This is an optimization exercise on Yosys and OpenROAD, whose aim is small area, not a production implementation. The RTL was checked by simulation tests, not by an equivalence proof against the original design. No activity file was given, so power comes from the tool's default toggle rates.

// m_scale_bias_loader
module m_scale_bias_loader #(
  parameter int ROWS = 4,
  parameter int COLS = 4
) (
  input  logic                                 clk,
  input  logic                                 rst,
  input  logic                                 start,
  input  logic                                 abort,
  input  logic                                 in_valid,
  output logic                                 in_ready,
  input  logic [15:0]                          in_data,
  input  logic                                 swap_req,
  output logic [ROWS-1:0][COLS-1:0][1:0][15:0] scaleMM,
  output logic [ROWS-1:0][COLS-1:0][15:0]      biasMM,
  output logic                                 params_valid,
  output logic                                 busy,
  output logic                                 done,
  output logic                                 err
);
export LEC_CHECK = 0
export ABC_AREA = 1
export CAP_MARGIN = 20
export CORE_MARGIN = 2
export CORE_UTILIZATION = 80
export CTS_BUF_LIST = sky130_fd_sc_hd__clkbuf_8
export CTS_CLUSTER_DIAMETER = 60
export CTS_CLUSTER_SIZE = 16
export SLEW_MARGIN = 20
create_clock -name core_clock -period 5.0 [get_ports {clk}]
standard.sh (not shown) runs the stock make flow with config.mk's settings and CLKGATE_MAP_FILE= SYNTH_SCRIPT=/design/flow/synth_recipe.tcl, a recipe that flattens the netlist after the stock synthesis.
==> flow/flow/run.sh <==
#!/bin/bash
set -euo pipefail
bash standard.sh BUFFER_PORTS_ARGS="-buffer_cell sky130_fd_sc_hd__buf_1" finish > standard_make.log 2>&1
The baseline finished clean.
Rerun with:
--- a/flow/config.mk
+++ b/flow/config.mk
@@ -11 +11 @@
-export CORE_UTILIZATION = 80
+export CORE_UTILIZATION = 84
After rerunning:
- With this change the flow aborted during detailed placement
- synthesized area stays the same
- synthesized cell count does not change
Rerun with:
--- a/flow/config.mk
+++ b/flow/config.mk
@@ -11 +11 @@
-export CORE_UTILIZATION = 84
+export CORE_UTILIZATION = 80
@@ -14 +14 @@
-export CTS_CLUSTER_SIZE = 16
+export CTS_CLUSTER_SIZE = 18
The changed run passed the timing, design-rule and antenna checks.
Synthesized cell count does not change.
Synthesized area is unchanged.
Rerun with:
==> flow/run.sh (new file) <==
#!/bin/bash
# synth_recipe.tcl (not shown) runs the flow's synth.tcl, then flattens the netlist and writes it again
# the make line also repeats each setting of config.mk as NAME=value (left out here)
make -C /OpenROAD-flow-scripts/flow DESIGN_CONFIG=/design/flow/config.mk WORK_HOME=/design/flow/orfs CLKGATE_MAP_FILE= SYNTH_SCRIPT=/design/flow/synth_recipe.tcl finish
--- a/flow/config.mk
+++ b/flow/config.mk
@@ -11,4 +11 @@
-export CORE_UTILIZATION = 80
-export CTS_BUF_LIST = sky130_fd_sc_hd__clkbuf_8
-export CTS_CLUSTER_DIAMETER = 60
-export CTS_CLUSTER_SIZE = 18
+export CORE_UTILIZATION = 40
removed: flow/flow/run.sh
removed: flow/standard.sh
Outcome:
- The changed run completed with no timing, DRC or antenna violations
- die area came out higher by well over a third
- final area came out higher by about a fifth
- via count came out lower by a little under a tenth
- synthesized cell count is unchanged
- sequential power barely changes
- utilization came out lower by 37 points
- worst setup slack gets worse by 0.21 ns
- fmax came out lower by a few percent
- wire length came out lower by a few percent
Rerun with:
==> flow/flow/run.sh (new file) <==
#!/bin/bash
set -euo pipefail
bash standard.sh BUFFER_PORTS_ARGS="-buffer_cell sky130_fd_sc_hd__buf_1" finish > standard_make.log 2>&1
==> flow/standard.sh (new file) <==
#!/bin/bash
# synth_recipe.tcl (not shown) runs the flow's synth.tcl, then flattens the netlist and writes it again
# the make line also repeats each setting of config.mk as NAME=value (left out here)
make -C /OpenROAD-flow-scripts/flow DESIGN_CONFIG=/design/flow/config.mk WORK_HOME=/design/flow/orfs CLKGATE_MAP_FILE= SYNTH_SCRIPT=/design/flow/synth_recipe.tcl "${@:-finish}"
--- a/flow/config.mk
+++ b/flow/config.mk
@@ -11 +11,4 @@
-export CORE_UTILIZATION = 40
+export CORE_UTILIZATION = 88
+export CTS_BUF_LIST = sky130_fd_sc_hd__clkbuf_8
+export CTS_CLUSTER_DIAMETER = 60
+export CTS_CLUSTER_SIZE = 16
removed: flow/run.sh
Outcome:
- This time the run failed in detailed placement
- synthesized cell count stays the same
- area after synthesis does not change

-- separate check: timing with driven ports --
How much do the figures lean on ideal ports? The routed layouts below were timed once more, with nothing changed but the port constraints.
Step 1 assumes that a clkbuf_16 drives the clock port and a buf_2 every other input.
Step 2, shift: input delay + t, output delay - t, t = (earliest + latest rising clock arrival at the registers) / 2. This alone moves slack from input paths to output paths.
Slacks: ideal / step 1 / step 2; pairs: ideal / step 1.
run | shift t [ns] | slack for setup (ns) | worst setup path after step 2 | worst slew at a driven data input, ns
the first run | 0.814 | 1.171 / 1.105 / 1.779 | input to register | 0.06
the third run | 0.796 | 1.138 / 1.070 / 1.813 | input to register | 0.05
the fourth run | 0.797 | 0.925 / 0.860 / 1.363 | input to register | 0.06
After both steps setup and hold are still met in every run listed.
